Source: an optimization exercise on an open RTL-to-GDS flow (aim: small area). Production flows keep margins and buffers that such runs may drop.
In this exercise RTL edits were held to simulation tests only and were not proved equivalent to the original.
Power and IR drop assume default switching activity.

## build 28
Design id_stage, start of the top module:
module id_stage (
    input  logic                   clk,
    input  logic                   rst,
    input  logic                   stall,
    input  logic                   clear,
    input  logic                   d_valid,
    input  id_stage_pkg::pc_t      d_pc,
    input  id_stage_pkg::word_t    d_insn,
    input  logic                   d_trap,
    input  id_stage_pkg::cause_t   d_cause,
    input  logic                   wb_we,
    input  id_stage_pkg::reg_idx_t wb_rd,
    input  id_stage_pkg::word_t    wb_wdata,
    input  logic                   fw_rs1_bt,
    input  id_stage_pkg::word_t    fw_val,
    output logic                   q_valid,
    output id_stage_pkg::pc_t      q_pc,
    output id_stage_pkg::word_t    q_insn,
    output logic                   q_use_rd,
    output id_stage_pkg::word_t    q_rs1_val,
    output id_stage_pkg::word_t    q_rs2_val,
    output logic                   q_branch,
    output logic                   q_branch_predict,
    output logic                   q_trap,
    output id_stage_pkg::cause_t   q_cause,
    output logic                   is_xret,
    output logic                   is_jump,
    output logic                   is_branch,
    output logic                   branch_predict,
    output id_stage_pkg::pc_t      branch_target,
    output logic                   use_rs1_bt
);
==> flow/config.mk <==
export PLATFORM = sky130hd
export DESIGN_NAME = id_stage
export DESIGN_NICKNAME = id_stage
export VERILOG_FILES = /design/flow/design.v
export SDC_FILE = /design/flow/constraint.sdc
export NUM_CORES = 4
export LEC_CHECK = 0
export CAP_MARGIN = 20
export CORE_MARGIN = 2
export CORE_UTILIZATION = 55
export SLEW_MARGIN = 20
export SYNTH_HIERARCHICAL = 1
==> flow/constraint.sdc <==
create_clock -name core_clock -period 8.0 [get_ports {clk}]
set_input_delay 1.6000 -clock core_clock [delete_from_list [all_inputs] [get_ports {clk}]]
set_output_delay 1.6000 -clock core_clock [all_outputs]
set_load 0.01 [all_outputs]
standard.sh (not shown) runs the stock make flow with config.mk's settings and CLKGATE_MAP_FILE= SYNTH_SCRIPT=/design/flow/synth_recipe.tcl, a recipe that flattens the netlist after the stock synthesis.
==> flow/flow/run.sh <==
#!/bin/bash
# The standard layout, with small port buffers and a clock tree of fewer,
# larger leaf clusters and no dummy loads.
set -euo pipefail
export BUFFER_PORTS_ARGS="-buffer_cell sky130_fd_sc_hd__buf_1"
export CTS_ARGS="-sink_clustering_enable -repair_clock_nets -dont_use_dummy_load -sink_clustering_size 15 -sink_clustering_max_diameter 60 -buf_list {sky130_fd_sc_hd__clkbuf_8}"
bash standard.sh > standard.log 2>&1
Relative to build 28, the following input files were edited for build 96:
==> flow/flow/run.sh <==
#!/bin/bash
# The standard layout, with small port buffers and a clock tree of fewer,
# larger leaf clusters and no dummy loads.
set -euo pipefail
export BUFFER_PORTS_ARGS="-buffer_cell sky130_fd_sc_hd__buf_1"
export CTS_ARGS="-sink_clustering_enable -repair_clock_nets -dont_use_dummy_load -sink_clustering_size 25 -sink_clustering_max_diameter 80 -buf_list {sky130_fd_sc_hd__clkbuf_8 sky130_fd_sc_hd__clkbuf_16}"
bash standard.sh > standard.log 2>&1
Changes observed in build 96 relative to build 28: area after synthesis ~0 delta; final critical-path required period +0.046 ns; count of flip-flops with a built-in enable after synthesis ~0 delta. For non-clock buffer count, build 96 and build 28 come out practically identical. Lower total track usage goes to build 96 over build 28. Compared with build 28, build 96 shows a number of post-CTS setup repair buffers that is 1 lower. Re power: build 28 was lower than build 96.
What build 86 does differently from build 96 at the input level:
- CAP_MARGIN now 8, was 20
- SLEW_MARGIN now 8, was 20
==> flow/flow/run.sh <==
#!/bin/bash
# The standard layout, with small port buffers and a clock tree of fewer,
# larger leaf clusters and no dummy loads.
set -euo pipefail
export BUFFER_PORTS_ARGS="-buffer_cell sky130_fd_sc_hd__buf_1"
export CTS_ARGS="-sink_clustering_enable -repair_clock_nets -dont_use_dummy_load -sink_clustering_size 15 -sink_clustering_max_diameter 60 -buf_list {sky130_fd_sc_hd__clkbuf_8}"
bash standard.sh > standard.log 2>&1
[summary]
Relative to build 96, count of cells resized by post-cts repair increased by 3 in build 86.
NOTE routed length on met1 build 96->build 86 decreased slightly
Status | build 96 and build 86 | clean
Compared with build 96, in build 86 multi-input logic portion of the cell area has remained practically unchanged, final worst-path cycle share has remained practically unchanged, count of final setup violators has remained practically unchanged.
Changes in build 76 relative to build 86:
==> flow/flow/run.sh <==
#!/bin/bash
# The standard layout, with small port buffers and a clock tree of fewer,
# larger leaf clusters and no dummy loads.
set -euo pipefail
export BUFFER_PORTS_ARGS="-buffer_cell sky130_fd_sc_hd__buf_1"
export CTS_ARGS="-sink_clustering_enable -repair_clock_nets -dont_use_dummy_load -sink_clustering_size 25 -sink_clustering_max_diameter 80 -buf_list {sky130_fd_sc_hd__clkbuf_8 sky130_fd_sc_hd__clkbuf_16}"
bash standard.sh > standard.log 2>&1
### Flow results
- Top routing layer in use: met5 -> build 76, met4 -> build 86
- For biggest cell delay along the critical path, build 86 and build 76 come out practically identical.
- For the worst setup slack after layout, build 76 came in 0.0084 ns lower than build 86 did.
- Build 76 has completed all stages; timing, DRC and antenna checks passed.
- Build 86 ran to completion and came out clean on the timing, DRC and antenna checks.
- Re number of top-level pins: no difference whatsoever between build 76 and build 86.

---

id_stage, a different RTL version from the one above (not shown whole).
For scale: about 2700 cells after synthesis, roughly 320 I/O pins.
## id_stage
module id_stage (
    input  logic                   clk,
    input  logic                   rst,
    input  logic                   stall,
    input  logic                   clear,
    input  logic                   d_valid,
    input  id_stage_pkg::pc_t      d_pc,
    input  id_stage_pkg::word_t    d_insn,
    input  logic                   d_trap,
    input  id_stage_pkg::cause_t   d_cause,
    input  logic                   wb_we,
    input  id_stage_pkg::reg_idx_t wb_rd,
    input  id_stage_pkg::word_t    wb_wdata,
    input  logic                   fw_rs1_bt,
    input  id_stage_pkg::word_t    fw_val,
    output logic                   q_valid,
    output id_stage_pkg::pc_t      q_pc,
    output id_stage_pkg::word_t    q_insn,
    output logic                   q_use_rd,
    output id_stage_pkg::word_t    q_rs1_val,
    output id_stage_pkg::word_t    q_rs2_val,
    output logic                   q_branch,
    output logic                   q_branch_predict,
    output logic                   q_trap,
    output id_stage_pkg::cause_t   q_cause,
    output logic                   is_xret,
    output logic                   is_jump,
    output logic                   is_branch,
    output logic                   branch_predict,
    output id_stage_pkg::pc_t      branch_target,
    output logic                   use_rs1_bt
);
    logic insn_valid;
    logic                 r_valid;
    id_stage_pkg::pc_t    r_pc;
    id_stage_pkg::word_t  r_insn;
    logic                 r_trap;
    id_stage_pkg::cause_t r_cause;
    id_issue_ctrl u_issue_ctrl (
        .clk        (clk),
        .rst        (rst),
        .stall      (stall),
        .clear      (clear),
        .d_valid    (d_valid),
        .d_pc       (d_pc),
        .d_insn     (d_insn),
        .d_trap     (d_trap),
        .d_cause    (d_cause),
        .insn_valid (insn_valid),
        .r_valid    (r_valid),
        .r_pc       (r_pc),
        .r_insn     (r_insn),
        .r_trap     (r_trap),
        .r_cause    (r_cause),
        .q_valid    (q_valid),
        .q_trap     (q_trap),
        .q_cause    (q_cause)
    );
    id_regfile u_regfile (
  ...
==> flow/config.mk <==
export PLATFORM = sky130hd
export DESIGN_NAME = id_stage
export DESIGN_NICKNAME = id_stage
export VERILOG_FILES = /design/flow/design.v
export SDC_FILE = /design/flow/constraint.sdc
export NUM_CORES = 4
export LEC_CHECK = 0
export CAP_MARGIN = 20
export CORE_MARGIN = 2
export CORE_UTILIZATION = 40
export SLEW_MARGIN = 20
export SYNTH_HIERARCHICAL = 1
==> flow/constraint.sdc <==
create_clock -name core_clock -period 8.0 [get_ports {clk}]
set_input_delay 1.6000 -clock core_clock [delete_from_list [all_inputs] [get_ports {clk}]]
set_output_delay 1.6000 -clock core_clock [all_outputs]
set_load 0.01 [all_outputs]
==> flow/flow/run.sh <==
#!/bin/bash
# The standard layout, with small port buffers and a clock tree of fewer,
# larger leaf clusters and no dummy loads.
set -euo pipefail
export BUFFER_PORTS_ARGS="-buffer_cell sky130_fd_sc_hd__buf_1"
export CTS_ARGS="-sink_clustering_enable -repair_clock_nets -dont_use_dummy_load -sink_clustering_size 25 -sink_clustering_max_diameter 80 -buf_list {sky130_fd_sc_hd__clkbuf_8 sky130_fd_sc_hd__clkbuf_16}"
bash standard.sh > standard.log 2>&1
Edit:
--- a/flow/config.mk
+++ b/flow/config.mk
@@ -10 +10 @@
-export CORE_UTILIZATION = 40
+export CORE_UTILIZATION = 55
=> Non-clock buffer count rose by 7. Cell count goes down by 8.9%. Power fell by 1.0%. Clock-buffer cell count shrinks by 3. Core utilization increases by 17 points. Final area is lower by 1.0%. Worst setup slack gains 0.10 ns. Die area shrinks by 27%. Routed wire length is lower by 7.6%. Via count is lower by 0.53%. Clock skew is unchanged.

afterwards: timing with drivers on the ports:
Ports are ideal in the flow. The routed layouts listed here were re-timed in OpenROAD. Step 1, drivers: a clkbuf_16 drives clk and a buf_2 each remaining input, both assumed. Step 2 adds t to the input delays and takes it off the output delays; t is the mean of the earliest and latest rising clock arrival at the registers after step 1. Input paths then give back, and output paths get back, about the clock's delay inside the block. Three values: ideal ports, drivers, drivers and shift; two values: the first two.
run | t, ns | setup slack, ns | hold WS [ns] | latest minus earliest clock arrival (ns) | slew at the worst register clock pin (ns)
build 28 | 0.797 | 0.190 / 0.125 / 0.923 | 0.496 / 0.496 / 0.496 | 0.072 / 0.073 | 0.10 / 0.10
build 96 | 0.704 | 0.144 / 0.074 / 0.778 | 0.509 / 0.509 / 0.509 | 0.049 / 0.049 | 0.10 / 0.10
build 86 | 0.786 | 0.153 / 0.081 / 0.867 | 0.500 / 0.500 / 0.500 | 0.098 / 0.098 | 0.10 / 0.10
build 76 | 0.711 | 0.144 / 0.075 / 0.786 | 0.504 / 0.504 / 0.504 | 0.054 / 0.054 | 0.10 / 0.10
the first run of note 2 | 0.760 | 0.120 / 0.045 / 0.806 | 0.545 / 0.545 / 0.545 | 0.110 / 0.109 | 0.10 / 0.10
the second run of note 2 | 0.714 | 0.221 / 0.144 / 0.857 | 0.558 / 0.558 / 0.558 | 0.096 / 0.097 | 0.10 / 0.10
After both steps every run listed still meets setup and hold.
